This design comes from an exercise in tuning for small area on the open sky130 flow, not from production work.
Only simulation tests tie the RTL to the original design; equivalence was not proved.
Power and IR drop assume default switching activity.

==> design.v <==
module id_rf_aoi222 (
  input  logic a0, b0, a1, b1, a2, b2,
  output logic y
);
  assign y = !((a0 & b0) | (a1 & b1) | (a2 & b2));
endmodule
module id_rf_or31 (
  input  logic [30:0] sel,
  input  logic [30:0] dat,
  output logic [10:0] n
);
  for (genvar g = 0; g < 10; g++) begin : g_aoi
    id_rf_aoi222 u_aoi (
      .a0(sel[3*g]),   .b0(dat[3*g]),
      .a1(sel[3*g+1]), .b1(dat[3*g+1]),
      .a2(sel[3*g+2]), .b2(dat[3*g+2]),
      .y(n[g])
    );
  end
  id_rf_nand2 u_last (.a(sel[30]), .b(dat[30]), .y(n[10]));
endmodule
module id_rf_and3 (
  input  logic a, b, c,
  output logic y
);
  assign y = a & b & c;
endmodule
module id_rf_nand2 (
  input  logic a, b,
  output logic y
);
  assign y = !(a & b);
endmodule
module id_rf_rdbit (
  input  logic [30:0] sel,
  input  logic [30:0] dat,
  input  logic        hit,
  input  logic        wbd,
  output logic        y
);
  logic [11:0] n;
  id_rf_or31 u_or31 (.sel(sel), .dat(dat), .n(n[10:0]));
  id_rf_nand2 u_byp (.a(hit), .b(wbd), .y(n[11]));
  id_rf_or3nand4 u_or (.n(n), .y(y));
endmodule
module id_rf_sel31 (
  input  logic [30:0] sel,
  input  logic [30:0] dat,
  output logic        y
);
  logic [10:0] n;
  id_rf_or31 u_or31 (.sel(sel), .dat(dat), .n(n));
  id_rf_or3nand u_or (.n(n), .y(y));
endmodule
module id_rf_or3nand4 (
  input  logic [11:0] n,
  output logic        y
);
  assign y = !(&n[3:0]) | !(&n[7:4]) | !(&n[11:8]);
endmodule
module id_sb_next (
  input  logic [2:0] s,
  input  logic       ld,
  input  logic [2:0] l,
  output logic [2:0] d,
  output logic       pend
);
  logic [2:0] c;
  logic       f;
  assign c    = s ^ 3'b101;
  assign f    = c[2] ? (!c[1] && c[0]) : c[1];
  assign d    = ld ? l : ({c[1:0], f} ^ 3'b101);
  assign pend = (c != 3'b000);
endmodule
module id_rf_or3nand (
  input  logic [10:0] n,
  output logic        y
);
  assign y = !(&n[3:0]) | !(&n[7:4]) | !(&n[10:8]);
endmodule
module id_regfile_scoreboard #(
  parameter int XLEN  = 32,
  parameter int NREGS = 32,
  parameter int NRD   = 2,
  parameter int LAT_W = 3,
  localparam int AW   = $clog2(NREGS)
) (
  input  logic                clk,
  input  logic                reset,
  input  logic                id_valid,
  input  logic                flush,
  input  logic [NRD*AW-1:0]   rs_addr,
  input  logic [NRD-1:0]      rs_used,
  input  logic                rd_we,
  input  logic [AW-1:0]       rd_addr,
  input  logic [LAT_W-1:0]    rd_lat,
  input  logic                wb_we,
  input  logic [AW-1:0]       wb_addr,
  input  logic [XLEN-1:0]     wb_data,
  output logic [NRD*XLEN-1:0] rs_data,
  output logic                stall,
  output logic                issue,
  output logic [NREGS-1:0]    pending
);
  logic [XLEN-1:0]  r_regs [1:NREGS-1];
  logic [LAT_W-1:0] r_cnt  [1:NREGS-1];    
  logic             w_wb_en;
  logic [XLEN-1:0]  w_wdat;
  logic [LAT_W-1:0] w_ldat;
  logic [NREGS-1:0] w_wb_dec;
  logic [NREGS-1:0] w_wb_sel;
  logic [NREGS-1:0] w_rd_dec;
  logic [NREGS-1:0] w_rs_dec [NRD];
  logic [NREGS-2:0] w_rs_sel [NRD];
  logic [NREGS-2:0] w_rs_pnd [NRD];
  logic [NREGS-2:0] w_rd_sel;
  logic [NREGS-2:0] w_cnt_col [LAT_W];
  logic [NRD-1:0]   w_pnd;
  logic [NRD-1:0]   w_hit;
  logic             w_raw;
  logic             w_waw;
  logic             w_set;
  logic [LAT_W-1:0] w_rd_cnt;
  function automatic logic [2:0] f_enc(input logic [2:0] v);
    case (v)
      3'd0:    f_enc = 3'b101;
      3'd1:    f_enc = 3'b001;
      3'd2:    f_enc = 3'b011;
      3'd3:    f_enc = 3'b010;
      3'd4:    f_enc = 3'b110;
      3'd5:    f_enc = 3'b000;
      3'd6:    f_enc = 3'b111;
      default: f_enc = 3'b100;
    endcase
  endfunction
  function automatic logic [2:0] f_dec(input logic [2:0] c);
    case (c)
      3'b101:  f_dec = 3'd0;
      3'b001:  f_dec = 3'd1;
      3'b011:  f_dec = 3'd2;
      3'b010:  f_dec = 3'd3;
      3'b110:  f_dec = 3'd4;
      3'b000:  f_dec = 3'd5;
      3'b111:  f_dec = 3'd6;
      default: f_dec = 3'd7;
    endcase
  endfunction
  assign w_wb_en = wb_we && (wb_addr != '0);
  always_comb begin
    for (int unsigned r = 0; r < NREGS; r++) begin
      w_wb_dec[r] = (wb_addr == AW'(r));
      w_wb_sel[r] = w_wb_en && w_wb_dec[r];
      w_rd_dec[r] = (rd_addr == AW'(r));
      for (int unsigned p = 0; p < NRD; p++) begin
        w_rs_dec[p][r] = (rs_addr[p*AW +: AW] == AW'(r));
      end
    end
  end
  always_comb begin
    for (int unsigned p = 0; p < NRD; p++) begin
      w_hit[p] = w_wb_en && (wb_addr == rs_addr[p*AW +: AW]);
      for (int unsigned r = 1; r < NREGS; r++) begin
        w_rs_pnd[p][r-1] = w_rs_dec[p][r];
      end
    end
    for (int unsigned r = 1; r < NREGS; r++) begin
      w_rd_sel[r-1] = w_rd_dec[r];
    end
  end
  for (genvar p = 0; p < NRD; p++) begin : g_sel
    logic [7:0] w_hi;
    logic [3:0] w_lo;
    for (genvar g = 0; g < 8; g++) begin : g_hi
      assign w_hi[g] = (rs_addr[p*AW+2 +: 3] == 3'(g));
    end
    for (genvar j = 0; j < 4; j++) begin : g_lo
      assign w_lo[j] = (rs_addr[p*AW +: 2] == 2'(j));
    end
    for (genvar r = 1; r < NREGS; r++) begin : g_line
      id_rf_and3 u_drv (.a(w_hi[r/4]), .b(w_lo[r%4]), .c(!w_wb_sel[r]), .y(w_rs_sel[p][r-1]));
    end
  end
  for (genvar p = 0; p < NRD; p++) begin : g_port
    for (genvar b = 0; b < XLEN; b++) begin : g_bit
      logic [NREGS-2:0] w_col;
      for (genvar r = 1; r < NREGS; r++) begin : g_col
        assign w_col[r-1] = r_regs[r][b];
      end
      id_rf_rdbit u_rd (.sel(w_rs_sel[p]), .dat(w_col), .hit(w_hit[p]), .wbd(wb_data[b]),
                        .y(rs_data[p*XLEN+b]));
    end
  end
  assign pending[0] = 1'b0;
  for (genvar p = 0; p < NRD; p++) begin : g_raw
    id_rf_sel31 u_pnd (.sel(w_rs_pnd[p]), .dat(pending[NREGS-1:1]), .y(w_pnd[p]));
  end
  assign w_raw = |(rs_used & w_pnd);
  for (genvar k = 0; k < LAT_W; k++) begin : g_waw
    for (genvar r = 1; r < NREGS; r++) begin : g_col
      assign w_cnt_col[k][r-1] = r_cnt[r][k];
    end
    id_rf_sel31 u_cnt (.sel(w_rd_sel), .dat(w_cnt_col[k]), .y(w_rd_cnt[k]));
  end
  assign w_waw = rd_we && (rd_addr != '0) && (f_dec(w_rd_cnt) > rd_lat);
  assign stall = id_valid && !flush && (w_raw || w_waw);
  assign issue = id_valid && !flush && !stall;
  assign w_set = issue && rd_we;
  assign w_wdat = wb_data & {XLEN{!reset}};
  assign w_ldat = reset ? f_enc('0) : f_enc(rd_lat);
  for (genvar r = 1; r < NREGS; r++) begin : g_reg
    always_ff @(posedge clk) begin
      if (reset || w_wb_sel[r]) begin
        r_regs[r] <= w_wdat;
      end
    end
    logic [LAT_W-1:0] w_next;
    id_sb_next u_next (.s(r_cnt[r]), .ld(reset || (w_set && w_rd_dec[r])), .l(w_ldat), .d(w_next),
                       .pend(pending[r]));
    always_ff @(posedge clk) begin
      r_cnt[r] <= w_next;
    end
  end
endmodule
==> flow/run.sh <==
#!/bin/bash
# Standard layout with smaller port buffers and a clock tree of small
# buffers without dummy loads.
export BUFFER_PORTS_ARGS="-buffer_cell sky130_fd_sc_hd__buf_1"
export CTS_ARGS="-sink_clustering_enable -repair_clock_nets -dont_use_dummy_load -buf_list {sky130_fd_sc_hd__clkbuf_4} -root_buf sky130_fd_sc_hd__clkbuf_4 -sink_clustering_size 10 -sink_clustering_max_diameter 40"
bash standard.sh > standard.log 2>&1
==> standard.sh <==
#!/bin/bash
# synth_recipe.tcl (not shown) runs the flow's synth.tcl, then flattens the netlist and writes it again
# the make line also repeats each setting of config.mk as NAME=value (left out here)
make -C /OpenROAD-flow-scripts/flow DESIGN_CONFIG=/design/flow/config.mk WORK_HOME=/design/flow/orfs CLKGATE_MAP_FILE= SYNTH_SCRIPT=/design/flow/synth_recipe.tcl "${@:-finish}"
==> config.mk <==
export PLATFORM = sky130hd
export DESIGN_NAME = id_regfile_scoreboard
export DESIGN_NICKNAME = id_regfile_scoreboard
export VERILOG_FILES = /design/flow/design.v
export SDC_FILE = /design/flow/constraint.sdc
export NUM_CORES = 4
export LEC_CHECK = 0
export CAP_MARGIN = 15
export CORE_MARGIN = 2
export CORE_UTILIZATION = 55
export SETUP_SLACK_MARGIN = 0.1
export SLEW_MARGIN = 15
export SYNTH_HIERARCHICAL = 1
export SYNTH_MINIMUM_KEEP_SIZE = 0
==> constraint.sdc <==
create_clock -name core_clock -period 6.0 [get_ports {clk}]
set_input_delay 1.2000 -clock core_clock [delete_from_list [all_inputs] [get_ports {clk}]]
set_output_delay 1.2000 -clock core_clock [all_outputs]
set_load 0.01 [all_outputs]
==> flow_metrics.py, run 1 <==
metrics = {
    "place": {
        "dpl_cell_area_um2": 47800,
        "io_buffers": 159,
        "gp_congestion": 0.992,
        "dp_hpwl_um": 102000,
    },
    "power_and_ir_drop": {
        "powerDensity_nw_per_um2": 294,
        "p_leak_nw": 16.1,
        "vdd_ir_drop_max_mv": 0.190,
    },
    "clocking": {
        "clk_pin_slew_ps": 90,
        "cts.sinks": 1085,
        "clk-insertion-delay-late_ps": 1040,
        "cts_tree": "done",
        "cts_max_level": 4,
        "cts-root-buf": "clkbuf_4",
        "ctsLongestPathBuffers": 3,
        "cts-buffers-inserted": 143,
    },
    "floorplanning": {
        "row_count": 104,
        "die_y_um": 289,
        "core_um2": 80500,
        "die_w_um": 289,
        "ioPinCount": 161,
        "dieArea_um2": 83600,
        "start_util_pct": 55.5,
    },
    "detailed_routing": {
        "routedWlPerCell_um": 38.6,
        "drcViolationCount": 0,
        "drtIter0Drc": 8536,
        "vias_per_cell": 8.12,
        "vias": 35500,
        "drtPass1Iterations": 13,
        "final_antenna_net_count": 0,
        "routed_wl_um": 169000,
    },
    "synthesis": {
        "synth_area_leaders": "edfxtp_1, a222oi_1, dfxtp_1",
        "async_flop_share_pct": 0,
        "synth_largest_area_cell": "edfxtp_1",
        "netlist_area_um2": 44700,
        "syn-num-nets": 2965,
        "synth_cell_types": 43,
        "synth_edf_count": 992,
        "syn_inst": 2899,
        "yosys_warnings": 18,
        "ys_seq_area_share_pct": 70.8,
        "avgSynthCellArea_um2": 15.4,
        "synth-seq-cells": 1085,
        "synth_top_cell_area_share_pct": 66.6,
        "ys.flop_type": "edfxtp_1",
    },
    "hold_path": {
        "min_path_type": "reg2reg",
        "hp-start": "r_cnt[26][1]",
    },
    "timing": {
        "relSlewSlack_pct": 18.9,
        "clock_skew_ps": 71.9,
        "hold_violations": 0,
        "rsz0062_at_grt": "true",
        "period_minus_slack_ps": 5780,
        "fin_crit_sh_pct": 96.3,
        "drv_slew": 0,
        "fin_tns_setup_ps": 0,
        "worstMarginPinSlew_ps": 1220,
        "fmax_mhz": 173,
        "setup_violations": 0,
    },
    "global_routing": {
        "grt_pass1_wl_um": 236000,
        "grt_pass1_vias": 34500,
        "grt_use_total_pct": 39.7,
        "antenna_found_initial": 10,
        "grt_overflow": 0,
        "grt_max_degree": 58,
    },
    "critical_path": {
        "startpoint_type": "input pin",
        "endpoint_kind": "primary output",
        "required_ps": 4800,
        "worst_ep_arrival_time_ps": 4580,
        "max_stage_delay_ps": 660,
        "cpMostUsedCell": "buf_1",
        "r2r_start": "r_cnt[28][1]",
        "cp_slowest_cell": "and3_2",
        "cp-startpoint": "wb_addr[2]",
        "path_max_fanout": 29,
        "crit_type": "in2out",
        "cp_cell_sequence": "buf_1, nor2_1, nand2_1, and3_2, a222oi_1, nand4_1, or3_1, buf_1",
    },
    "cells_and_area": {
        "drive_gt1_share_pct": 11.9,
        "areaGrowthSynthToFinish_pct": 9.46,
        "nFillCells": 6158,
        "design_area_um2": 49000,
        "fin_nets": 3366,
    },
    "flow_run": {
        "cap_violations": 0,
    },
    "run_status": {
        "status": "no timing/DRC/antenna violations",
    },
}
[sequential cells by signal (all words and copies together), names as in the netlist]
| name | flops |
|---|---|
| r_regs | 992 |
| r_cnt | 93 |
[Yosys stat by module, one instance, submodules excluded, excerpt]
module                 flip-flops and latches  times used
id_regfile_scoreboard                    1085           1
id_sb_next                                  0          31
id_rf_or3nand4                              0          64
id_rf_or3nand                               0           5
id_rf_aoi222                                0         690
id_rf_and3                                  0          62
[synth_stat cells, types with 2 or more instances]
library cell and count:
a21oi_1 32, a222oi_1 690, a22o_1 32, a31o_1 8, a31o_2 7, and3_1 65, buf_6 2, clkbuf_1 34
dfxtp_1 93, edfxtp_1 992, ha_1 3, inv_1 28, mux2i_1 2, nand2_1 241, nand2b_1 44, nand3_1 14
nand3b_1 40, nand4_1 202, nor2_1 97, nor2b_1 36, nor3_1 16, nor3b_2 2, nor4_1 2, o21ai_0 67
o21bai_1 15, or2_2 3, or3_1 104, or3b_2 4, xnor2_1 7, xor2_1 4
[worst max-delay path, delay by kind of cell]
family                 cells  cell delay (ps)
AOI/OAI and AO/OA          1              540
buffers and inverters      2              400
and+or+nand+nor            5             2410
[logic make-up after synthesis]
kind of cell | synth area share (%)
simple gates | 10.4
buf+inv | 0.588
compound gates | 17.8
flops | 70.8
xor+xnor | 0.215
mux | 0.0448
fa+ha+maj | 0.106
other cells | 0.00839
[power by group]
group	total, mW	switching [mW]	leakage (nW)	internal [mW]
Sequential	9.36	0.384	10.4	8.97
Combinational	1.59	1.15	5.07	0.439
Clock	3.43	2.34	0.658	1.10
Total	14.4	3.87	16.1	10.5
[area by class of cell]
type | count | area (um^2) | area share (%)
multi-input combinational | 1749 | 13100 | 26.8
sequential | 1085 | 31700 | 64.7
antenna | 6 | 15.0 | 0.0307
inverter | 28 | 105 | 0.215
tap | 1060 | 1330 | 2.71
clock buffer | 143 | 1070 | 2.19
timing repair buffer | 293 | 1660 | 3.39
[per-layer routing]
metal	routed length, um	global-route usage (%)	up-vias
li1	-	-	14200
met1	57000	51.0	17400
met2	74500	59.9	3296
met3	25200	11.5	608
met4	11700	24.7	12
met5	79	0	-
[layout by cell type, fill, tap and decap left out, types with 4 or more instances in the layout]
master | synthesis | final
edfxtp_1 | 992 | 992
a222oi_1 | 690 | 690
nand2_1 | 241 | 240
nand4_1 | 202 | 202
buf_1 | 0 | 155
clkbuf_4 | 0 | 144
buf_4 | 1 | 130
or3_1 | 104 | 104
nor2_1 | 97 | 97
dfxtp_1 | 93 | 93
o21ai_0 | 67 | 67
nand3b_1 | 40 | 40
and3_1 | 65 | 35
nand2b_2 | 0 | 32
a22o_1 | 32 | 32
a21oi_1 | 32 | 31
and3_2 | 0 | 30
inv_1 | 28 | 28
nor2b_4 | 0 | 19
nor3_1 | 16 | 16
o21bai_1 | 15 | 15
nand3_1 | 14 | 14
nand2b_1 | 44 | 12
nor2b_2 | 0 | 11
a31o_1 | 8 | 8
xnor2_1 | 7 | 7
a31o_2 | 7 | 7
diode_2 | 0 | 6
nor2b_1 | 36 | 6
or3b_2 | 4 | 4
xor2_1 | 4 | 4
buf_12 | 0 | 4
[what timing repair did]
action                                  CTS  global route
gates resized for setup                   0             6
hold buffers                              0             0
endpoints found under the setup margin    0             3
buffers inserted                          0             0
[through the flow]
stage          hold slack [ps]  power [mW]  utilization, %  instances  setup slack (ps)
5_1_grt                    513        14.8            60.8       4359              89.2
6_report                   490        14.4            60.8       4364               220
2_1_floorplan              460        10.2               -       2899               381
4_1_cts                    494        14.3            60.6       4358               207
3_3_place_gp               486        10.9            59.3       4215               290
3_5_place_dp               491        11.0            59.3       4215               220
[worst paths after layout]
kind                  endpoint  slack, ps  depth (start not counted)
setup / recovery   rs_data[26]        220                          8
hold / removal    r_cnt[26][2]        490                          1
setup reg to reg  r_cnt[31][0]       2170                         11
hold reg to reg   r_cnt[26][2]        490                          1
==> run 2: changes to the inputs <==
--- a/design.v
+++ b/design.v
@@ -24,6 +24,18 @@
   output logic y
 );
   assign y = a & b & c;
+endmodule
+module id_rf_or2 (
+  input  logic a, b,
+  output logic y
+);
+  assign y = a | b;
+endmodule
+module id_rf_and2 (
+  input  logic a, b,
+  output logic y
+);
+  assign y = a & b;
 endmodule
 module id_rf_nand2 (
   input  logic a, b,
@@ -205,11 +217,17 @@
   assign stall = id_valid && !flush && (w_raw || w_waw);
   assign issue = id_valid && !flush && !stall;
   assign w_set = issue && rd_we;
-  assign w_wdat = wb_data & {XLEN{!reset}};
+  logic w_reset_n;
+  assign w_reset_n = !reset;
+  for (genvar b = 0; b < XLEN; b++) begin : g_wdat
+    id_rf_and2 u_drv (.a(wb_data[b]), .b(w_reset_n), .y(w_wdat[b]));
+  end
   assign w_ldat = reset ? f_enc('0) : f_enc(rd_lat);
   for (genvar r = 1; r < NREGS; r++) begin : g_reg
+    logic w_we;
+    id_rf_or2 u_we (.a(reset), .b(w_wb_sel[r]), .y(w_we));
     always_ff @(posedge clk) begin
-      if (reset || w_wb_sel[r]) begin
+      if (w_we) begin
         r_regs[r] <= w_wdat;
       end
     end
==> flow_metrics.py, run 2 <==
metrics = {
    "synthesis": {
        "synth_largest_area_cell": "edfxtp_1",
        "synth-seq-cells": 1085,
        "synth_most_common_cell": "edfxtp_1",
        "syn-num-nets": 2995,
        "avgSynthCellArea_um2": 15.3,
        "async_flop_share_pct": 0,
        "syn_inst": 2929,
        "ys.flop_type": "edfxtp_1",
        "synth_edf_count": 992,
        "ys_seq_area_share_pct": 70.5,
        "synth_top_cell_area_share_pct": 66.4,
        "synth_common_cells": "edfxtp_1, a222oi_1, nand2_1",
        "netlist_area_um2": 44900,
        "synth_cell_types": 45,
        "yosys_warnings": 18,
        "synth_area_leaders": "edfxtp_1, a222oi_1, dfxtp_1",
    },
    "floorplanning": {
        "start_util_pct": 55.6,
        "die_y_um": 290,
        "core_um2": 80700,
        "die_w_um": 290,
        "row_count": 104,
        "dieArea_um2": 83900,
        "ioPinCount": 161,
    },
    "clocking": {
        "cts_tree": "done",
        "cts_max_level": 4,
        "post_cts_resize_count": 0,
        "cts.sinks": 1085,
        "clk-insertion-delay-late_ps": 1050,
        "postCtsSetupBuffers": 0,
        "cts_hold_buf": 0,
        "ctsLongestPathBuffers": 3,
        "clk_pin_slew_ps": 100,
        "cts-buffers-inserted": 145,
        "cts-root-buf": "clkbuf_4",
    },
    "critical_path": {
        "worst_ep_arrival_time_ps": 4680,
        "endpoint_kind": "primary output",
        "path_max_fanout": 12,
        "cp-startpoint": "wb_addr[0]",
        "r2r_cells": 10,
        "startpoint_type": "input pin",
        "ff2ff_setup_slack_ps": 1840,
        "crit_type": "in2out",
        "r2r_end": "r_cnt[20][0]",
        "r2r_start": "r_cnt[19][1]",
        "required_ps": 4800,
    },
    "flow_run": {
        "cap_violations": 0,
    },
    "global_routing": {
        "grt_pass1_vias": 34700,
        "grt_max_degree": 62,
        "grt_overflow": 0,
        "antenna_found_initial": 10,
        "grt_pass1_wl_um": 239000,
        "grt_use_total_pct": 40.3,
    },
    "detailed_routing": {
        "vias_per_cell": 8.20,
        "drtPass1Iterations": 13,
        "drcViolationCount": 0,
        "final_antenna_net_count": 0,
        "routed_wl_um": 172000,
        "vias": 35900,
        "routedWlPerCell_um": 39.3,
        "drtIter0Drc": 8906,
    },
    "timing": {
        "setup_ws_ps": 116,
        "clock_skew_ps": 83.5,
        "setup_violations": 0,
        "relSlewSlack_pct": 15.9,
        "period_minus_slack_ps": 5880,
        "fmax_mhz": 170,
        "hold_violations": 0,
        "fin_crit_sh_pct": 98.1,
        "drv_slew": 0,
        "worstMarginPinSlew_ps": 1260,
        "rsz0062_at_grt": "false",
        "fin_tns_setup_ps": 0,
    },
    "cells_and_area": {
        "drive_gt1_share_pct": 11.4,
        "areaGrowthSynthToFinish_pct": 8.69,
        "final_common_cell": "edfxtp_1",
        "nFillCells": 6331,
        "final_cell_mix": "edfxtp_1, a222oi_1, nand2_1, nand4_1, buf_1",
        "regMostFlops": "r_regs",
        "fin_nets": 3380,
        "reg_top3": "r_regs (992), r_cnt (93)",
        "largest_reg_flops": 992,
    },
    "place": {
        "io_buffers": 159,
        "pre_cts_slack_ps": 318,
        "dp_hpwl_um": 101000,
        "gp_congestion": 0.965,
    },
    "hold_path": {
        "min_path_type": "reg2reg",
        "holdPathStages": 1,
        "min_to": "r_cnt[26][1]",
        "hp-start": "r_cnt[26][0]",
    },
    "power_and_ir_drop": {
        "p_leak_nw": 16.3,
        "vdd_ir_drop_max_mv": 0.187,
        "powerDensity_nw_per_um2": 294,
    },
    "run_status": {
        "status": "no timing/DRC/antenna violations",
    },
}
==> run 2: changes by cell type after synthesis, sizes merged, moves of 13 or more <==
cell,delta
inv,+33
or2,+32
and2,+31
nor2b,-31
nand2b,-28
o21bai,-15
a31o,+13
==> run 2: cell families (layout without fill, tap and decap cells) <==
family,after synthesis,count (layout),share of synthesized area [%]
other,1,8,0.00836
AO/OA/AOI/OAI,854,854,17.8
flip-flops,1085,1085,70.5
buffers and inverters,93,476,0.859
AND/OR/NAND/NOR,880,880,10.5
adder cells (fa/ha/maj),4,4,0.106
XOR/XNOR,11,11,0.215
multiplexers,1,1,0.0223
==> run 2: routing by layer <==
metal / wire [um] / GRT usage (%) / share of wire, % / vias up
met5: 103 / 0 / 0.060 / -
met4: 10800 / 23.7 / 6.3 / 16
met3: 27300 / 12.0 / 16 / 627
met2: 75700 / 60.1 / 44 / 3419
met1: 58300 / 52.7 / 34 / 17600
li1: - / - / - / 14200
==> run 2: how the worst max path moves through the flow <==
stage / end / slack [ps] / cells past startpoint
floorplan: rs_data[0] / 350 / 7
global placement: stall / 310 / 13
detailed placement: rs_data[13] / 320 / 10
CTS: stall / 310 / 13
global route: stall / 120 / 14
finish: rs_data[13] / 120 / 10
==> run 2: critical path, stage by stage <==
cell,delay [ps]
buf_1,280
or2_2,410
nor2_1,190
nand3_1,150
and3_1,580
buf_4,330
a222oi_1,490
nand4_1,430
or3_1,480
buf_1,140
==> run 2: cell type report <==
| type | instances | area [um^2] | share of cell area, % |
|---|---|---|---|
| inverters | 61 | 229 | 0.469 |
| repair buffers | 270 | 1550 | 3.17 |
| multi-input cells | 1751 | 12900 | 26.5 |
| diodes | 7 | 17.5 | 0.0359 |
| clock buffers | 145 | 1090 | 2.23 |
| well taps | 1060 | 1330 | 2.72 |
| flip-flops and latches | 1085 | 31700 | 64.9 |
==> run 2: per-stage QoR <==
stage	hold WS, ps	instances	utilization (%)	power, mW	cell area (um^2)
after floorplan	460	2929	-	10.2	44900
after global placement	484	4227	59.1	10.9	47600
after detailed placement	494	4227	59.1	11.0	47600
after CTS	459	4372	60.4	14.3	48700
after global routing	500	4374	60.4	14.8	48800
final	460	4379	60.4	14.4	48800
==> run 2: power breakdown <==
group	internal, mW	switching (mW)	leakage [nW]
clock network	1.11	2.33	0.667
logic	0.418	1.15	5.24
registers	8.97	0.377	10.4
==> run 2: Yosys stat by module, one instance, submodules excluded, excerpt <==
module                 times used  cell area (um^2)  cells
id_rf_aoi222                  690              10.0      1
id_rf_or3nand4                 64              25.0      4
id_sb_next                     31              45.0      8
id_rf_nand2                   133              3.75      1
id_rf_or2                      31              6.26      1
id_rf_and3                     62              6.26      1
id_rf_and2                     32              6.26      1
id_regfile_scoreboard           1             33600   1457
id_rf_or3nand                   5              23.8      4
==> run 3: changes to the inputs <==
==> flow/run.sh (replaced) <==
#!/bin/bash
# Standard layout with smaller port buffers, high-fanout drivers upsized
# before placement, and a clock tree of small buffers without dummy loads.
export BUFFER_PORTS_ARGS="-buffer_cell sky130_fd_sc_hd__buf_1"
export CTS_ARGS="-sink_clustering_enable -repair_clock_nets -dont_use_dummy_load -buf_list {sky130_fd_sc_hd__clkbuf_4} -root_buf sky130_fd_sc_hd__clkbuf_4 -sink_clustering_size 10 -sink_clustering_max_diameter 40"
export PRE_GLOBAL_PLACE_TCL="$PWD/flow/upsize.tcl"
bash standard.sh > standard.log 2>&1
==> flow/upsize.tcl (new file) <==
# Before global placement: give each select, write-enable and write-data
# driver with a large fanout the strongest cell of its kind, so that the
# resizer does not split the net with buffers.
set upsize_map {
  sky130_fd_sc_hd__and3_1 sky130_fd_sc_hd__and3_4
  sky130_fd_sc_hd__and3_2 sky130_fd_sc_hd__and3_4
  sky130_fd_sc_hd__and2_1 sky130_fd_sc_hd__and2_4
  sky130_fd_sc_hd__or2_1  sky130_fd_sc_hd__or2_4
  sky130_fd_sc_hd__or2_2  sky130_fd_sc_hd__or2_4
}
set n_up 0
foreach inst [[ord::get_db_block] getInsts] {
  set master [[$inst getMaster] getName]
  if {![dict exists $upsize_map $master]} { continue }
  set out [$inst findITerm X]
  if {$out eq "NULL"} { continue }
  set net [$out getNet]
  if {$net eq "NULL"} { continue }
  if {[llength [$net getITerms]] < 17} { continue }
  replace_cell [$inst getName] [dict get $upsize_map $master]
  incr n_up
}
puts "upsize.tcl: upsized $n_up drivers"
==> flow_metrics.py, run 3 <==
metrics = {
    "run_status": {
        "status": "no timing/DRC/antenna violations",
    },
    "synthesis": {
        "synth_top_cell_area_share_pct": 66.4,
        "synth_area_leaders": "edfxtp_1, a222oi_1, dfxtp_1",
        "syn_inst": 2929,
        "netlist_area_um2": 44900,
        "avgSynthCellArea_um2": 15.3,
        "synth_cell_types": 45,
        "synth_most_common_cell": "edfxtp_1",
        "ys.flop_type": "edfxtp_1",
        "synth-seq-cells": 1085,
        "synth_common_cells": "edfxtp_1, a222oi_1, nand2_1",
        "synth_edf_count": 992,
        "async_flop_share_pct": 0,
        "ys_seq_area_share_pct": 70.5,
        "synth_largest_area_cell": "edfxtp_1",
        "syn-num-nets": 2995,
        "yosys_warnings": 18,
    },
    "detailed_routing": {
        "wl_met3_um": 29300,
        "final_antenna_net_count": 0,
        "wl_met2_um": 74200,
        "wl_met1_um": 58200,
        "top_layer": "met5",
        "drcViolationCount": 0,
        "drtIter0Drc": 9093,
        "drtPass1Iterations": 13,
        "vias_per_cell": 8.35,
        "routed_wl_um": 174000,
        "routedWlPerCell_um": 40.5,
        "vias": 35800,
    },
    "critical_path": {
        "worst_ep_arrival_time_ps": 4480,
        "crit_type": "in2out",
        "startpoint_type": "input pin",
        "endpoint_kind": "primary output",
        "path_max_fanout": 32,
        "ff2ff_setup_slack_ps": 2180,
        "required_ps": 4800,
    },
    "power_and_ir_drop": {
        "p_leak_nw": 15.7,
        "vdd_ir_drop_max_mv": 0.170,
        "powerDensity_nw_per_um2": 297,
        "power_mw": 14.4,
    },
    "timing": {
        "rsz0062_at_grt": "false",
        "clock_skew_ps": 60.1,
        "drv_slew": 0,
        "setup_violations": 0,
        "worstMarginPinSlew_ps": 890,
        "hold_violations": 0,
        "fin_tns_setup_ps": 0,
        "relSlewSlack_pct": 40.7,
        "fin_crit_sh_pct": 94.6,
        "fmax_mhz": 176,
        "period_minus_slack_ps": 5680,
    },
    "global_routing": {
        "grt_pass1_vias": 34900,
        "grt_overflow": 0,
        "grt_use_total_pct": 40.4,
        "grt_max_degree": 63,
        "grt_pass1_wl_um": 239000,
        "antenna_found_initial": 10,
    },
    "cells_and_area": {
        "final_common_cell": "edfxtp_1",
        "areaGrowthSynthToFinish_pct": 7.84,
        "fin_nets": 3289,
        "layout.cells.non_filler": 4289,
        "drive_gt1_share_pct": 10.5,
        "post-route-util_pct": 60.0,
        "reg_top3": "r_regs (992), r_cnt (93)",
        "largest_reg_flops": 992,
        "final_cell_mix": "edfxtp_1, a222oi_1, nand2_1, nand4_1, buf_1",
        "regMostFlops": "r_regs",
    },
    "place": {
        "io_buffers": 159,
        "gp_congestion": 0.982,
        "placedCellCount": 4132,
        "dp_hpwl_um": 96100,
    },
    "floorplanning": {
        "start_util_pct": 55.6,
        "ioPinCount": 161,
        "core_um2": 80700,
        "die_w_um": 290,
        "die_y_um": 290,
        "dieArea_um2": 83900,
        "row_count": 104,
    },
    "clocking": {
        "clk-insertion-delay-late_ps": 990,
        "clk_pin_slew_ps": 110,
        "cts-buffers-inserted": 149,
        "cts_max_level": 4,
        "cts_hold_buf": 0,
        "cts_tree": "done",
        "cts.sinks": 1085,
        "ctsLongestPathBuffers": 3,
        "cts-root-buf": "clkbuf_4",
    },
    "flow_run": {
        "cap_violations": 0,
    },
    "hold_path": {
        "min_path_type": "reg2reg",
    },
}
-- run 3: cell counts after synthesis --
No cell type changed its count.
-- run 3: routing by layer --
metal / vias up / GRT usage (%)
li1: 14000 / -
met5: - / 0.227
met3: 638 / 14.0
met2: 3649 / 59.0
met1: 17500 / 52.0
met4: 8 / 25.3
-- run 3: timing repair --
item                                    CTS  global route
setup buffers                             0             0
endpoints found under the setup margin    0             2
gates resized for setup                   0             4
-- run 3: cell type report --
type,count,area [um^2]
diodes,8,20.0
clock buffers,149,1120
fillers,6295,32300
inverters,61,229
multi-input cells,1751,13300
flip-flops and latches,1085,31700
well taps,1060,1330
repair buffers,175,721
-- run 3: metrics by stage --
| stage | worst slack [ps] | area (um^2) | hold WS [ps] |
|---|---|---|---|
| after floorplan | 354 | 44900 | 460 |
| after global placement | 298 | 47200 | 490 |
| after detailed placement | 227 | 47200 | 502 |
| after CTS | 195 | 48400 | 480 |
| after global routing | 137 | 48400 | 509 |
| final | 325 | 48400 | 488 |
-- run 3: final timing paths --
check,cells after the start,start,endpoint
worst min-delay path,1,r_cnt[4][1],r_cnt[4][2]
worst min register to register,1,r_cnt[4][1],r_cnt[4][2]
worst max register to register,11,r_cnt[19][1],r_cnt[24][0]
worst max-delay path,9,wb_addr[1],rs_data[21]
-- run 3: logic make-up after synthesis --
family,share of synthesized area [%]
AO/OA/AOI/OAI,17.8
XOR/XNOR,0.215
adder cells (fa/ha/maj),0.106
buffers and inverters,0.859
flip-flops,70.5
multiplexers,0.0223
other,0.00836
AND/OR/NAND/NOR,10.5
-- run 3: per-module statistics from Yosys (local to each module, per instance), excerpt --
module | copies in the design | cells inside | flops+latches | cell area, um^2
id_rf_nand2 | 133 | 1 | 0 | 3.75
id_rf_or2 | 31 | 1 | 0 | 6.26
id_rf_or3nand4 | 64 | 4 | 0 | 25.0
id_sb_next | 31 | 8 | 0 | 45.0
id_regfile_scoreboard | 1 | 1457 | 1085 | 33600
id_rf_and2 | 32 | 1 | 0 | 6.26
id_rf_aoi222 | 690 | 1 | 0 | 10.0
id_rf_or3nand | 5 | 4 | 0 | 23.8
id_rf_and3 | 62 | 1 | 0 | 6.26
-- run 3: power breakdown --
group	leakage [nW]	total, mW	internal [mW]	switching, mW
clock	0.686	3.47	1.14	2.33
combinational	4.69	1.57	0.415	1.16
sequential	10.4	9.35	8.97	0.382
-- run 3: worst max-delay path: stages --
cell	delay (ps)
buf_1	280
or2_2	390
nor2_1	380
nand3_1	210
and3_4	430
a222oi_1	430
nand4_1	470
or3_1	510
buf_1	140
==> run 4: changes to the inputs <==
--- a/config.mk
+++ b/config.mk
@@ -7,7 +7,7 @@
 export LEC_CHECK = 0
 export CAP_MARGIN = 15
 export CORE_MARGIN = 2
-export CORE_UTILIZATION = 55
+export CORE_UTILIZATION = 62
 export SETUP_SLACK_MARGIN = 0.1
 export SLEW_MARGIN = 15
 export SYNTH_HIERARCHICAL = 1
==> flow_metrics.py, run 4 <==
metrics = {
    "critical_path": {
        "cpMostUsedCell": "buf_1",
        "r2r_start": "r_cnt[9][2]",
        "crit_type": "in2out",
        "cp-startpoint": "wb_addr[1]",
        "startpoint_type": "input pin",
        "path_max_fanout": 32,
        "required_ps": 4800,
        "path_buf_inv": 2,
        "endpoint_kind": "primary output",
        "worst_ep_arrival_time_ps": 4520,
        "cp_slowest_cell": "or3_1",
        "critPathTopFamily": "simple AND/OR/NAND/NOR gates",
        "max_stage_delay_ps": 540,
        "cp_cell_sequence": "buf_1, or2_2, nor2_1, nand3_1, and3_4, a222oi_1, nand4_1, or3_1, buf_1",
    },
    "flow_run": {
        "cap_violations": 0,
    },
    "clocking": {
        "cts-buffers-inserted": 141,
        "cts.sinks": 1085,
        "clk_pin_slew_ps": 100,
        "cts-root-buf": "clkbuf_4",
        "cts_tree": "done",
        "ctsLongestPathBuffers": 3,
        "clk-insertion-delay-late_ps": 1010,
        "cts_max_level": 4,
    },
    "detailed_routing": {
        "routedWlPerCell_um": 39.9,
        "drtIter0Drc": 9337,
        "drcViolationCount": 0,
        "drtPass1Iterations": 12,
        "vias_per_cell": 8.62,
        "vias": 35900,
        "routed_wl_um": 166000,
        "final_antenna_net_count": 0,
    },
    "timing": {
        "drv_slew": 0,
        "rsz0062_at_grt": "false",
        "hold_violations": 0,
        "period_minus_slack_ps": 5720,
        "fin_tns_setup_ps": 0,
        "setup_violations": 0,
        "worstMarginPinSlew_ps": 1080,
        "clock_skew_ps": 81.1,
        "whs_ps": 484,
        "fmax_mhz": 175,
        "fin_crit_sh_pct": 95.4,
        "setup_ws_ps": 276,
        "relSlewSlack_pct": 27.8,
    },
    "synthesis": {
        "synth-seq-cells": 1085,
        "synth_top_cell_area_share_pct": 66.4,
        "yosys_warnings": 18,
        "ys_seq_area_share_pct": 70.5,
        "synth_area_leaders": "edfxtp_1, a222oi_1, dfxtp_1",
        "syn_inst": 2929,
        "synth_largest_area_cell": "edfxtp_1",
        "synth_most_common_cell": "edfxtp_1",
        "netlist_area_um2": 44900,
        "synth_edf_count": 992,
        "ys.flop_type": "edfxtp_1",
        "syn-num-nets": 2995,
        "async_flop_share_pct": 0,
        "synth_cell_types": 45,
        "avgSynthCellArea_um2": 15.3,
        "synth_common_cells": "edfxtp_1, a222oi_1, nand2_1",
    },
    "global_routing": {
        "grt_pass1_wl_um": 234000,
        "grt_max_degree": 63,
        "grt_pass1_vias": 35400,
        "grt_use_total_pct": 43.9,
        "grt_overflow": 0,
        "antenna_found_initial": 10,
    },
    "power_and_ir_drop": {
        "vdd_ir_drop_max_mv": 0.219,
        "p_leak_nw": 15.7,
        "clockPowerShare_pct": 23.6,
        "p_seq_share_pct": 65.5,
        "powerDensity_nw_per_um2": 297,
        "comb_power_share_pct": 10.9,
        "p_int_mw": 10.5,
        "swShare_pct": 26.8,
        "p_sw_mw": 3.83,
    },
    "floorplanning": {
        "die_y_um": 273,
        "ioPinCount": 161,
        "dieArea_um2": 74500,
        "core_um2": 71600,
        "start_util_pct": 62.7,
        "die_w_um": 273,
        "row_count": 98,
    },
    "place": {
        "gp_congestion": 0.981,
        "io_buffers": 159,
        "pre_cts_slack_ps": 336,
        "dp_hpwl_um": 94200,
    },
    "cells_and_area": {
        "areaGrowthSynthToFinish_pct": 7.36,
        "fin_nets": 3277,
        "reg_top3": "r_regs (992), r_cnt (93)",
        "drive_gt1_share_pct": 10.2,
        "final_common_cell": "edfxtp_1",
        "largest_reg_flops": 992,
        "post-route-util_pct": 67.3,
        "final_cell_mix": "edfxtp_1, a222oi_1, nand2_1, nand4_1, buf_1",
        "regMostFlops": "r_regs",
    },
    "run_status": {
        "status": "no timing/DRC/antenna violations",
    },
    "hold_path": {
        "min_path_type": "reg2reg",
        "hp-start": "r_cnt[11][1]",
    },
}
==> run 4: cell counts after synthesis <==
No cell type changed its count.
==> run 4: metal layers <==
layer | GRT usage, % | vias to the layer above | routed length, um
li1 | - | 14000 | -
met1 | 56.0 | 17400 | 53200
met2 | 64.1 | 3788 | 71800
met3 | 15.2 | 752 | 29100
met4 | 28.9 | 10 | 12200
met5 | 0 | - | 77
==> run 4: layout make-up <==
class                   count  area [um^2]
diodes                      9         22.5
well taps                 950         1190
flip-flops and latches   1085        31700
clock buffers             141         1060
fillers                  5111        23400
multi-input cells        1751        13300
inverters                  61          229
repair buffers            171          692
==> run 4: modules after synthesis, one instance, submodules excluded, a selection <==
module	flops+latches	cells inside	copies in the design
id_regfile_scoreboard	1085	1457	1
id_rf_or3nand4	0	4	64
id_rf_or3nand	0	4	5
id_rf_aoi222	0	1	690
id_rf_and3	0	1	62
id_rf_and2	0	1	32
id_rf_nand2	0	1	133
==> run 4: power groups by stage <==
| stage | clock network [mW] | registers [mW] | logic [mW] |
|---|---|---|---|
| after floorplan | 0 | 9.38 | 0.792 |
| after global placement | 0 | 9.45 | 1.44 |
| after detailed placement | 0 | 9.51 | 1.47 |
| after CTS | 3.37 | 9.34 | 1.48 |
| after global routing | 3.66 | 9.42 | 1.58 |
| final | 3.38 | 9.36 | 1.55 |
==> run 4: timing repair <==
action | CTS | global route
resized for setup | 0 | 5
buffers inserted | 0 | 0
hold buffers | 0 | 0
setup endpoints to repair | 0 | 2
==> run 4: logic make-up after synthesis <==
kind of cell,count (synthesis),synth area share (%)
AO/OA/AOI/OAI,854,17.8
multiplexers,1,0.0223
adder cells (fa/ha/maj),4,0.106
other,1,0.00836
XOR/XNOR,11,0.215
flip-flops,1085,70.5
AND/OR/NAND/NOR,880,10.5
buffers and inverters,93,0.859
==> run 4: final timing paths <==
kind                   to  slack (ps)  depth (start not counted)
min reg2reg  r_cnt[11][2]         480                          1
max           rs_data[14]         280                          9
max reg2reg  r_cnt[28][0]        2050                         11
min          r_cnt[11][2]         480                          1
==> run 4: worst register-to-register path: cells and delay by family (launching register included) <==
| kind | cells | cell delay [ps] |
|---|---|---|
| compound gates | 6 | 2020 |
| buf+inv | 1 | 190 |
| flops | 1 | 460 |
| simple gates | 4 | 1160 |
==> run 4: through the flow <==
step           std cells  power [mW]  cell area [um^2]
3_3_place_gp        4018        10.9             47100
6_report            4168        14.3             48200
2_1_floorplan       2929        10.2             44900
4_1_cts             4159        14.2             48100
3_5_place_dp        4018        11.0             47100
5_1_grt             4160        14.7             48200
==> run 5: changes to the inputs <==
==> flow/run.sh (replaced) <==
#!/bin/bash
# Standard layout with smaller port buffers, high-fanout drivers upsized
# before placement, and a clock tree of small buffers without dummy loads.
export BUFFER_PORTS_ARGS="-buffer_cell sky130_fd_sc_hd__buf_1"
export CTS_ARGS="-sink_clustering_enable -repair_clock_nets -dont_use_dummy_load -buf_list {sky130_fd_sc_hd__clkbuf_4} -root_buf sky130_fd_sc_hd__clkbuf_4 -sink_clustering_size 11 -sink_clustering_max_diameter 40"
export PRE_GLOBAL_PLACE_TCL="$PWD/flow/upsize.tcl"
bash standard.sh > standard.log 2>&1
==> flow_metrics.py, run 5 <==
metrics = {
    "run_status": {
        "status": "no timing/DRC/antenna violations",
    },
    "detailed_routing": {
        "routedWlPerCell_um": 39.9,
        "vias_per_cell": 8.64,
        "drtIter0Drc": 9281,
        "vias": 36000,
        "drcViolationCount": 0,
        "drtPass1Iterations": 13,
        "final_antenna_net_count": 0,
        "routed_wl_um": 166000,
    },
    "synthesis": {
        "synth_cell_types": 45,
        "synth_common_cells": "edfxtp_1, a222oi_1, nand2_1",
        "ys_seq_area_share_pct": 70.5,
        "synth_most_common_cell": "edfxtp_1",
        "synth_top_cell_area_share_pct": 66.4,
        "async_flop_share_pct": 0,
        "yosys_warnings": 18,
        "synth-seq-cells": 1085,
        "synth_area_leaders": "edfxtp_1, a222oi_1, dfxtp_1",
        "syn_inst": 2929,
        "ys.flop_type": "edfxtp_1",
        "synth_largest_area_cell": "edfxtp_1",
        "avgSynthCellArea_um2": 15.3,
        "syn-num-nets": 2995,
        "synth_edf_count": 992,
        "netlist_area_um2": 44900,
    },
    "global_routing": {
        "grt_max_degree": 63,
        "grt_pass1_wl_um": 233000,
        "grt_use_total_pct": 43.8,
        "grt_pass1_vias": 35300,
        "grt_overflow": 0,
        "use_met1_pct": 55.7,
        "busiest_layer": "met2",
        "met2_usage_pct": 64.0,
        "antenna_found_initial": 8,
        "gr-usage-met3_pct": 15.0,
    },
    "timing": {
        "period_minus_slack_ps": 5680,
        "clock_skew_ps": 101,
        "hold_violations": 0,
        "drv_slew": 0,
        "fin_crit_sh_pct": 94.7,
        "relSlewSlack_pct": 23.8,
        "setup_violations": 0,
        "setup_ws_ps": 316,
        "fin_tns_setup_ps": 0,
        "whs_ps": 474,
        "rsz0062_at_grt": "false",
        "fmax_mhz": 176,
        "worstMarginPinSlew_ps": 1140,
    },
    "hold_path": {
        "min_to": "r_cnt[3][1]",
        "min_path_type": "reg2reg",
        "hp-start": "r_cnt[3][0]",
        "holdPathStages": 1,
    },
    "place": {
        "gp_congestion": 0.981,
        "dpl_cell_area_um2": 47100,
        "io_buffers": 159,
        "dp_hpwl_um": 94200,
        "pre_cts_slack_ps": 336,
        "placedCellCount": 4018,
    },
    "power_and_ir_drop": {
        "vdd_ir_drop_max_mv": 0.179,
        "power_mw": 14.2,
        "p_leak_nw": 15.7,
        "powerDensity_nw_per_um2": 296,
    },
    "cells_and_area": {
        "largest_reg_flops": 992,
        "post-route-util_pct": 67.2,
        "areaGrowthSynthToFinish_pct": 7.30,
        "drive_gt1_share_pct": 10.0,
        "reg_top3": "r_regs (992), r_cnt (93)",
        "design_area_um2": 48100,
        "fin_nets": 3273,
        "layout.cells.non_filler": 4165,
        "regMostFlops": "r_regs",
        "final_cell_mix": "edfxtp_1, a222oi_1, nand2_1, nand4_1, buf_1",
        "final_common_cell": "edfxtp_1",
    },
    "clocking": {
        "cts_tree": "done",
        "cts.sinks": 1085,
        "clk_pin_slew_ps": 100,
        "cts-root-buf": "clkbuf_4",
        "cts_max_level": 4,
        "ctsLongestPathBuffers": 3,
        "postCtsSetupBuffers": 0,
        "post_cts_resize_count": 0,
        "clk-insertion-delay-late_ps": 1020,
        "cts_hold_buf": 0,
        "cts-buffers-inserted": 137,
    },
    "critical_path": {
        "path_max_fanout": 32,
        "r2r_cells": 11,
        "required_ps": 4800,
        "r2r_end": "r_cnt[28][0]",
        "crit_type": "in2out",
        "cp-startpoint": "wb_addr[1]",
        "r2r_start": "r_cnt[30][1]",
        "endpoint_kind": "primary output",
        "startpoint_type": "input pin",
        "ff2ff_setup_slack_ps": 2100,
        "worst_ep_arrival_time_ps": 4480,
    },
    "floorplanning": {
        "die_y_um": 273,
        "start_util_pct": 62.7,
        "row_count": 98,
        "dieArea_um2": 74500,
        "die_w_um": 273,
        "ioPinCount": 161,
        "core_um2": 71600,
    },
    "flow_run": {
        "cap_violations": 0,
    },
}
run 5: cell count changes in the layout (fill, tap and decap cells not counted), sizes merged:
cell,previous run,this run
clkbuf,145,141
diode,9,10
run 5: worst max-delay path by stage:
| stage | end | slack, ps |
|---|---|---|
| after floorplan | rs_data[0] | 350 |
| after global placement | stall | 330 |
| after detailed placement | stall | 340 |
| after CTS | stall | 320 |
| after global routing | stall | 180 |
| final | rs_data[14] | 320 |
run 5: cells by family (layout without fill, tap and decap cells):
kind of cell    after synthesis  in the layout  share of synthesized area (%)
compound gates              854            854                           17.8
flops                      1085           1085                           70.5
xor+xnor                     11             11                          0.215
mux                           1              1                         0.0223
fa+ha+maj                     4              4                          0.106
simple gates                880            880                           10.5
other cells                   1             11                        0.00836
buf+inv                      93            369                          0.859
run 5: metal layers:
metal / up-vias / share of wire [%]
li1: 14000 / -
met1: 17300 / 32
met2: 3885 / 43
met3: 798 / 18
met4: 10 / 7.6
met5: - / 0.043
run 5: cell type report:
type	count	area [um^2]
Inverter	61	229
Multi-Input combinational cell	1751	13300
Fill cell	5116	23500
Tap cell	950	1190
Sequential cell	1085	31700
Timing Repair Buffer	171	692
Antenna cell	10	25.0
Clock buffer	137	1030
run 5: modules after synthesis, one instance, submodules excluded, excerpt:
module / copies in the design / cells inside / flops+latches
id_regfile_scoreboard: 1 / 1457 / 1085
id_sb_next: 31 / 8 / 0
id_rf_or3nand4: 64 / 4 / 0
id_rf_or3nand: 5 / 4 / 0
id_rf_aoi222: 690 / 1 / 0
id_rf_and2: 32 / 1 / 0
id_rf_and3: 62 / 1 / 0
id_rf_or2: 31 / 1 / 0
id_rf_nand2: 133 / 1 / 0
run 5: power by group:
part | total, mW | internal, mW | switching [mW]
Combinational | 1.55 | 0.415 | 1.14
Sequential | 9.36 | 8.97 | 0.391
Clock | 3.33 | 1.05 | 2.28
run 5: worst max-delay path, cell delays in order:
cell and delay, ps:
buf_1 300, or2_2 410, nor2_1 300, nand3_1 190
and3_4 410, a222oi_1 440, nand4_1 490, or3_1 540
buf_1 140
==> run 6: changes to the inputs <==
==> flow/run.sh (replaced) <==
#!/bin/bash
# Standard layout with smaller port buffers, high-fanout drivers upsized
# before placement, and a clock tree of small buffers without dummy loads.
export BUFFER_PORTS_ARGS="-buffer_cell sky130_fd_sc_hd__buf_1"
export CTS_ARGS="-sink_clustering_enable -repair_clock_nets -dont_use_dummy_load -buf_list {sky130_fd_sc_hd__clkbuf_4} -root_buf sky130_fd_sc_hd__clkbuf_4 -sink_clustering_size 10 -sink_clustering_max_diameter 40"
export PRE_GLOBAL_PLACE_TCL="$PWD/flow/upsize.tcl"
bash standard.sh > standard.log 2>&1
==> flow/upsize.tcl (replaced) <==
# Before global placement: give each select, write-enable and write-data
# driver with a large fanout a stronger cell of its kind, so that the
# resizer does not split the net with buffers.
set upsize_map {
  sky130_fd_sc_hd__and3_1 sky130_fd_sc_hd__and3_2
  sky130_fd_sc_hd__and2_1 sky130_fd_sc_hd__and2_2
  sky130_fd_sc_hd__or2_1  sky130_fd_sc_hd__or2_2
}
set n_up 0
foreach inst [[ord::get_db_block] getInsts] {
  set master [[$inst getMaster] getName]
  if {![dict exists $upsize_map $master]} { continue }
  set out [$inst findITerm X]
  if {$out eq "NULL"} { continue }
  set net [$out getNet]
  if {$net eq "NULL"} { continue }
  if {[llength [$net getITerms]] < 17} { continue }
  replace_cell [$inst getName] [dict get $upsize_map $master]
  incr n_up
}
puts "upsize.tcl: upsized $n_up drivers"
==> flow_metrics.py, run 6 <==
metrics = {
    "run_status": {
        "status": "no timing/DRC/antenna violations",
    },
    "floorplanning": {
        "row_count": 98,
        "die_y_um": 273,
        "start_util_pct": 62.7,
        "ioPinCount": 161,
        "dieArea_um2": 74500,
        "core_um2": 71600,
        "die_w_um": 273,
    },
    "critical_path": {
        "endpoint_kind": "primary output",
        "path_max_fanout": 28,
        "worst_ep_arrival_time_ps": 4670,
        "required_ps": 4800,
        "startpoint_type": "input pin",
        "crit_type": "in2out",
        "cp-startpoint": "wb_addr[3]",
        "ff2ff_setup_slack_ps": 2240,
        "r2r_start": "r_cnt[16][0]",
    },
    "synthesis": {
        "synth_most_common_cell": "edfxtp_1",
        "synth_edf_count": 992,
        "ys.flop_type": "edfxtp_1",
        "synth-seq-cells": 1085,
        "netlist_area_um2": 44900,
        "yosys_warnings": 18,
        "synth_common_cells": "edfxtp_1, a222oi_1, nand2_1",
        "synth_area_leaders": "edfxtp_1, a222oi_1, dfxtp_1",
        "synth_cell_types": 45,
        "syn-num-nets": 2995,
        "async_flop_share_pct": 0,
        "synth_top_cell_area_share_pct": 66.4,
        "avgSynthCellArea_um2": 15.3,
        "ys_seq_area_share_pct": 70.5,
        "synth_largest_area_cell": "edfxtp_1",
        "syn_inst": 2929,
    },
    "timing": {
        "hold_violations": 0,
        "setup_violations": 0,
        "relSlewSlack_pct": 10.3,
        "fin_tns_setup_ps": 0,
        "drv_slew": 0,
        "fmax_mhz": 170,
        "fin_crit_sh_pct": 97.9,
        "period_minus_slack_ps": 5870,
        "rsz0062_at_grt": "false",
        "clock_skew_ps": 79.7,
        "worstMarginPinSlew_ps": 1340,
    },
    "clocking": {
        "clk-insertion-delay-late_ps": 1010,
        "cts-root-buf": "clkbuf_4",
        "clk_pin_slew_ps": 110,
        "cts_tree": "done",
        "cts-buffers-inserted": 142,
        "cts.sinks": 1085,
        "ctsLongestPathBuffers": 3,
        "cts_max_level": 4,
        "postCtsSetupBuffers": 0,
    },
    "place": {
        "gp_congestion": 0.960,
        "dp_hpwl_um": 99700,
        "placedCellCount": 4095,
        "io_buffers": 159,
    },
    "cells_and_area": {
        "drive_gt1_share_pct": 12.3,
        "regMostFlops": "r_regs",
        "layout.cells.non_filler": 4242,
        "final_common_cell": "edfxtp_1",
        "largest_reg_flops": 992,
        "fin_nets": 3355,
        "areaGrowthSynthToFinish_pct": 7.97,
        "final_cell_mix": "edfxtp_1, a222oi_1, nand2_1, nand4_1, buf_1",
        "reg_top3": "r_regs (992), r_cnt (93)",
    },
    "detailed_routing": {
        "routedWlPerCell_um": 39.6,
        "routed_wl_um": 168000,
        "drcViolationCount": 0,
        "drtPass1Iterations": 13,
        "drtIter0Drc": 10300,
        "vias": 36500,
        "vias_per_cell": 8.61,
        "final_antenna_net_count": 0,
    },
    "power_and_ir_drop": {
        "powerDensity_nw_per_um2": 296,
        "p_leak_nw": 16.1,
        "vdd_ir_drop_max_mv": 0.191,
    },
    "global_routing": {
        "gr-usage-met3_pct": 16.3,
        "use_met1_pct": 55.6,
        "antenna_found_initial": 9,
        "met2_usage_pct": 64.8,
        "grt_overflow": 0,
        "grt_pass1_vias": 35400,
        "grt_max_degree": 34,
        "grt_use_total_pct": 44.1,
        "grt_pass1_wl_um": 234000,
        "busiest_layer": "met2",
    },
    "hold_path": {
        "hp-start": "r_cnt[14][1]",
        "min_path_type": "reg2reg",
    },
    "flow_run": {
        "cap_violations": 0,
    },
}
==> run 6: cell counts after synthesis <==
Identical to the previous run, type by type.
==> run 6: cell type report <==
cell class | instances | area (um^2)
Fill cell | 4991 | 23200
Multi-Input combinational cell | 1751 | 13000
Tap cell | 950 | 1190
Antenna cell | 5 | 12.5
Sequential cell | 1085 | 31700
Clock buffer | 142 | 1070
Inverter | 61 | 229
Timing Repair Buffer | 248 | 1320
==> run 6: repair_timing <==
item / CTS / global route
endpoints found under the setup margin: 0 / 2
hold buffers: 0 / 0
resized for setup: 0 / 4
==> run 6: per-layer routing <==
metal,routed length (um),up-vias
li1,-,14200
met2,72500,4227
met1,52300,17300
met3,30900,830
met4,12300,14
met5,110,-
==> run 6: cell families (layout without fill, tap and decap cells) <==
kind of cell	count (synthesis)	after routing	synth area share (%)
AO/OA/AOI/OAI	854	854	17.8
XOR/XNOR	11	11	0.215
adder cells (fa/ha/maj)	4	4	0.106
multiplexers	1	1	0.0223
AND/OR/NAND/NOR	880	880	10.5
flip-flops	1085	1085	70.5
buffers and inverters	93	451	0.859
other	1	6	0.00836
==> run 6: through the flow <==
| step | util [%] | hold WS [ps] | setup WS [ps] | total power [mW] | cell area [um^2] |
|---|---|---|---|---|---|
| 2_1_floorplan | - | 460 | 354 | 10.2 | 44900 |
| 3_3_place_gp | 66.1 | 485 | 284 | 10.9 | 47400 |
| 3_5_place_dp | 66.1 | 501 | 257 | 11.0 | 47400 |
| 4_1_cts | 67.6 | 448 | 244 | 14.2 | 48400 |
| 5_1_grt | 67.6 | 474 | 103 | 14.7 | 48400 |
| 6_report | 67.7 | 470 | 126 | 14.3 | 48400 |
==> run 6: worst paths after layout <==
check                               endpoint  cells after the start
worst max-delay path             rs_data[37]                     10
worst min-delay path            r_cnt[14][2]                      1
worst max register to register  r_cnt[28][2]                     10
worst min register to register  r_cnt[14][2]                      1
==> run 6: per-module statistics from Yosys, one instance, submodules excluded, excerpt <==
module,cell area (um^2),times used,cells,flip-flops and latches
id_regfile_scoreboard,33600,1,1457,1085
id_rf_or2,6.26,31,1,0
id_rf_and2,6.26,32,1,0
id_rf_or3nand4,25.0,64,4,0
id_rf_nand2,3.75,133,1,0
id_rf_or3nand,23.8,5,4,0
id_rf_and3,6.26,62,1,0
id_sb_next,45.0,31,8,0
id_rf_aoi222,10.0,690,1,0
==> run 6: report_power, final <==
group	switching, mW	leakage, nW	internal, mW
combinational	1.13	5.11	0.420
sequential	0.396	10.4	8.97
clock	2.30	0.653	1.09
total	3.83	16.1	10.5
==> run 6: critical path, cell delays in order <==
cell	delay [ps]
buf_1	420
nand2_1	100
nor2_1	230
nand3_1	190
and3_2	630
buf_4	320
a222oi_1	500
nand4_1	420
or3_1	500
buf_1	150

[afterwards: timing with drivers on the ports]
The results above use ideal ports. As a check the final layouts listed here were re-extracted and re-timed, cells and wires unchanged.
Step 1, drivers: a clkbuf_16 drives clk and a buf_2 each remaining input, both assumed.
Step 2 moves the port delays by t, midway between the first and last clock arrival at a register: inputs arrive t later, outputs are due t later. That takes back most of the time a late clock gives input paths.
a / b / c = ideal / step 1 / step 2; a / b = the first two.
run	t (ns)	setup WS [ns]	latest minus earliest clock arrival (ns)
run 1	1.079	0.220 / 0.200 / 0.200	0.126 / 0.126
run 2	1.106	0.116 / 0.095 / 0.095	0.183 / 0.182
run 3	1.052	0.325 / 0.303 / 0.303	0.152 / 0.152
run 4	1.087	0.276 / 0.257 / 0.257	0.174 / 0.174
run 5	1.059	0.316 / 0.296 / 0.296	0.137 / 0.137
run 6	1.058	0.126 / 0.102 / 0.102	0.136 / 0.137
After both steps every run listed still meets setup and hold. For run 6, which loses most, drivers alone change the setup slack by -0.024 ns; drivers and shift together by -0.024 ns.
